From an optimization exercise on the open Yosys and OpenROAD flow, aimed at small area; shortcuts taken in it are not production practice.
At most, simulation tests tie the RTL to the original design; equivalence was not proved.
No activity file was given, so power comes from the tool's default toggle rates.

Design regfile_scoreboard, start of the top module:
module regfile_scoreboard
#(
    parameter int XLEN   = rv_pkg::XLEN_DEF,
    parameter int NREGS  = rv_pkg::NREGS_DEF,
    parameter int NUM_RD = 2,
    parameter bit BYPASS = 1'b1
) (
    input  logic                            clk,
    input  logic                            rst_n,
    input  logic [NUM_RD*$clog2(NREGS)-1:0] rs_addr,
    output logic [NUM_RD*XLEN-1:0]          rs_data,
    output logic [NUM_RD-1:0]               rs_busy,
    input  logic                            issue_valid,
    input  logic [$clog2(NREGS)-1:0]        issue_rd,
    input  logic                            wb_valid,
    input  logic [$clog2(NREGS)-1:0]        wb_rd,
    input  logic [XLEN-1:0]                 wb_data,
    input  logic                            flush,
    output logic [NREGS-1:0]                busy_vec
);
export LEC_CHECK = 0
export CAP_MARGIN = 20
export CORE_MARGIN = 2
export CORE_UTILIZATION = 60
export SETUP_SLACK_MARGIN = 0.15
export SLEW_MARGIN = 20
export SYNTH_HIERARCHICAL = 1
export SYNTH_MINIMUM_KEEP_SIZE = 0
create_clock -name core_clock -period 4.2 [get_ports {clk}]
standard.sh (not shown) runs the stock make flow with config.mk's settings and CLKGATE_MAP_FILE= SYNTH_SCRIPT=/design/flow/synth_recipe.tcl, a recipe that flattens the netlist after the stock synthesis.
==> flow/flow/run.sh <==
#!/bin/bash
# Standard ORFS layout with two changes: ports buffered with buf_2 cells
# instead of delay cells, and CTS without dummy loads. Each step's output
# goes to its own log here.
set -euo pipefail
bash standard.sh synth > synth.log 2>&1
bash standard.sh \
  'BUFFER_PORTS_ARGS=-buffer_cell sky130_fd_sc_hd__buf_2' \
  'CTS_ARGS=-sink_clustering_enable -repair_clock_nets -dont_use_dummy_load -sink_clustering_size 18 -sink_clustering_max_diameter 60 -buf_list {sky130_fd_sc_hd__clkbuf_8}' \
  finish > layout.log 2>&1
The baseline finished but fails on setup timing.
Edit:
--- a/flow/flow/run.sh
+++ b/flow/flow/run.sh
@@ -8,3 +8,3 @@
   'BUFFER_PORTS_ARGS=-buffer_cell sky130_fd_sc_hd__buf_2' \
-  'CTS_ARGS=-sink_clustering_enable -repair_clock_nets -dont_use_dummy_load -sink_clustering_size 18 -sink_clustering_max_diameter 60 -buf_list {sky130_fd_sc_hd__clkbuf_8}' \
+  'CTS_ARGS=-sink_clustering_enable -repair_clock_nets -dont_use_dummy_load -sink_clustering_size 16 -sink_clustering_max_diameter 50 -buf_list {sky130_fd_sc_hd__clkbuf_8}' \
   finish > layout.log 2>&1
CORE_UTILIZATION = 50   (was 60)
SETUP_SLACK_MARGIN = 0.2   (was 0.15)
The changed run finished clean.
Setup slack gains 0.20 ns.
Sequential power stays flat.
Final area goes up by a few percent.
Die area goes up by about a fifth.
Clock skew stays the same.
Clock power goes up by a quarter to a third.
Count of clock-buffer cells in the layout goes up by 44.
Via count goes down slightly.
Power goes up by a few percent.

* * *

## oak
regfile_scoreboard, a different RTL version from the one above (not shown whole).
Size: about 3500 cells after synthesis, about 160 I/O pins.
==> flow/config.mk <==
export PLATFORM = sky130hd
export DESIGN_NAME = regfile_scoreboard
export DESIGN_NICKNAME = regfile_scoreboard
export VERILOG_FILES = /design/flow/design.v
export SDC_FILE = /design/flow/constraint.sdc
export NUM_CORES = 4
export LEC_CHECK = 0
export CAP_MARGIN = 20
export CORE_MARGIN = 2
export CORE_UTILIZATION = 50
export CTS_BUF_LIST = sky130_fd_sc_hd__clkbuf_4 sky130_fd_sc_hd__clkbuf_8
export GPL_TIMING_DRIVEN = 0
export SETUP_SLACK_MARGIN = 0
export SLEW_MARGIN = 20
export SYNTH_HIERARCHICAL = 1
export SYNTH_MINIMUM_KEEP_SIZE = 0
==> flow/constraint.sdc <==
create_clock -name core_clock -period 4.2 [get_ports {clk}]
set_input_delay 0.8400 -clock core_clock [delete_from_list [all_inputs] [get_ports {clk}]]
set_output_delay 0.8400 -clock core_clock [all_outputs]
set_load 0.01 [all_outputs]
run.sh (not shown) runs the stock make flow with config.mk's settings and CLKGATE_MAP_FILE= SYNTH_SCRIPT=/design/flow/synth_recipe.tcl, a recipe that flattens the netlist after the stock synthesis.
Stock flow here: none of the scripts above is used.
Final checks on oak, whose flow otherwise completed, came back failing, citing setup timing.
> inputs changed (oak -> pine)
- clearing CTS_BUF_LIST, which used to be sky130_fd_sc_hd__clkbuf_4 sky130_fd_sc_hd__clkbuf_8
- swapping 0 for 0.2 in SETUP_SLACK_MARGIN
- clearing GPL_TIMING_DRIVEN, which used to be 0
==> flow/flow/run.sh (new file) <==
#!/bin/bash
# Standard ORFS layout with two changes: ports buffered with buf_2 cells
# instead of delay cells, and CTS without dummy loads. Each step's output
# goes to its own log here.
set -euo pipefail
bash standard.sh synth > synth.log 2>&1
bash standard.sh \
  'BUFFER_PORTS_ARGS=-buffer_cell sky130_fd_sc_hd__buf_2' \
  'CTS_ARGS=-sink_clustering_enable -repair_clock_nets -dont_use_dummy_load -sink_clustering_size 16 -sink_clustering_max_diameter 50 -buf_list {sky130_fd_sc_hd__clkbuf_8}' \
  finish > layout.log 2>&1
==> flow/standard.sh (new file) <==
#!/bin/bash
# synth_recipe.tcl (not shown) runs the flow's synth.tcl, then flattens the netlist and writes it again
# the make line also repeats each setting of config.mk as NAME=value (left out here)
make -C /OpenROAD-flow-scripts/flow DESIGN_CONFIG=/design/flow/config.mk WORK_HOME=/design/flow/orfs CLKGATE_MAP_FILE= SYNTH_SCRIPT=/design/flow/synth_recipe.tcl "${@:-finish}"
removed: flow/run.sh
Notes after the runs:
In oak the implementation ran to completion but is not tape-out ready, as the final checks report setup timing.
No stage failed in pine, and the final checks on the layout all came back clean.
Going from oak to pine, register fraction of the total cell area grew by 3.3 points; final standard cell count with taps included and fillers excluded went down by about 4%; final total negative setup slack up 850 ps.
pine ended up with rs_data[19] as its timing endpoint of the critical path; oak ended up with rs_data[26].
No functional check of the RTL was part of any run of this note.

afterwards: timing with drivers on the ports:
In the flow no input, the clock included, has a driving cell. The finished layouts below were timed again as built, in two steps. Step 1 sets driving cells, clkbuf_16 on the clock port and buf_2 on the other inputs (assumed; they add their load-dependent delay and slew). Step 2 times the ports against the registers' clock, not the clock port: input delays grow and output delays shrink by t, the midpoint of the rising clock arrivals with the driver on. Slacks: no drivers / after step 1 / after step 2; pairs: no drivers / after step 1.
| run | shift t [ns] | setup WS [ns] | hold WS [ns] | worst data-port slew with drivers (ns) | cell pins on the clock port's net |
|---|---|---|---|---|---|
| the first run of note 1 | 0.771 | -0.073 / -0.103 / -0.103 | 0.365 / 0.323 / 0.488 | 0.12 | 1 |
| the second run of note 1 | 0.838 | 0.122 / 0.078 / 0.078 | 0.296 / 0.262 / 0.479 | 0.19 | 1 |
| oak | 0.940 | -0.208 / -0.242 / -0.242 | 0.039 / 0.011 / 0.485 | 0.06 | 1 |
| pine | 0.838 | 0.122 / 0.078 / 0.078 | 0.296 / 0.262 / 0.479 | 0.19 | 1 |
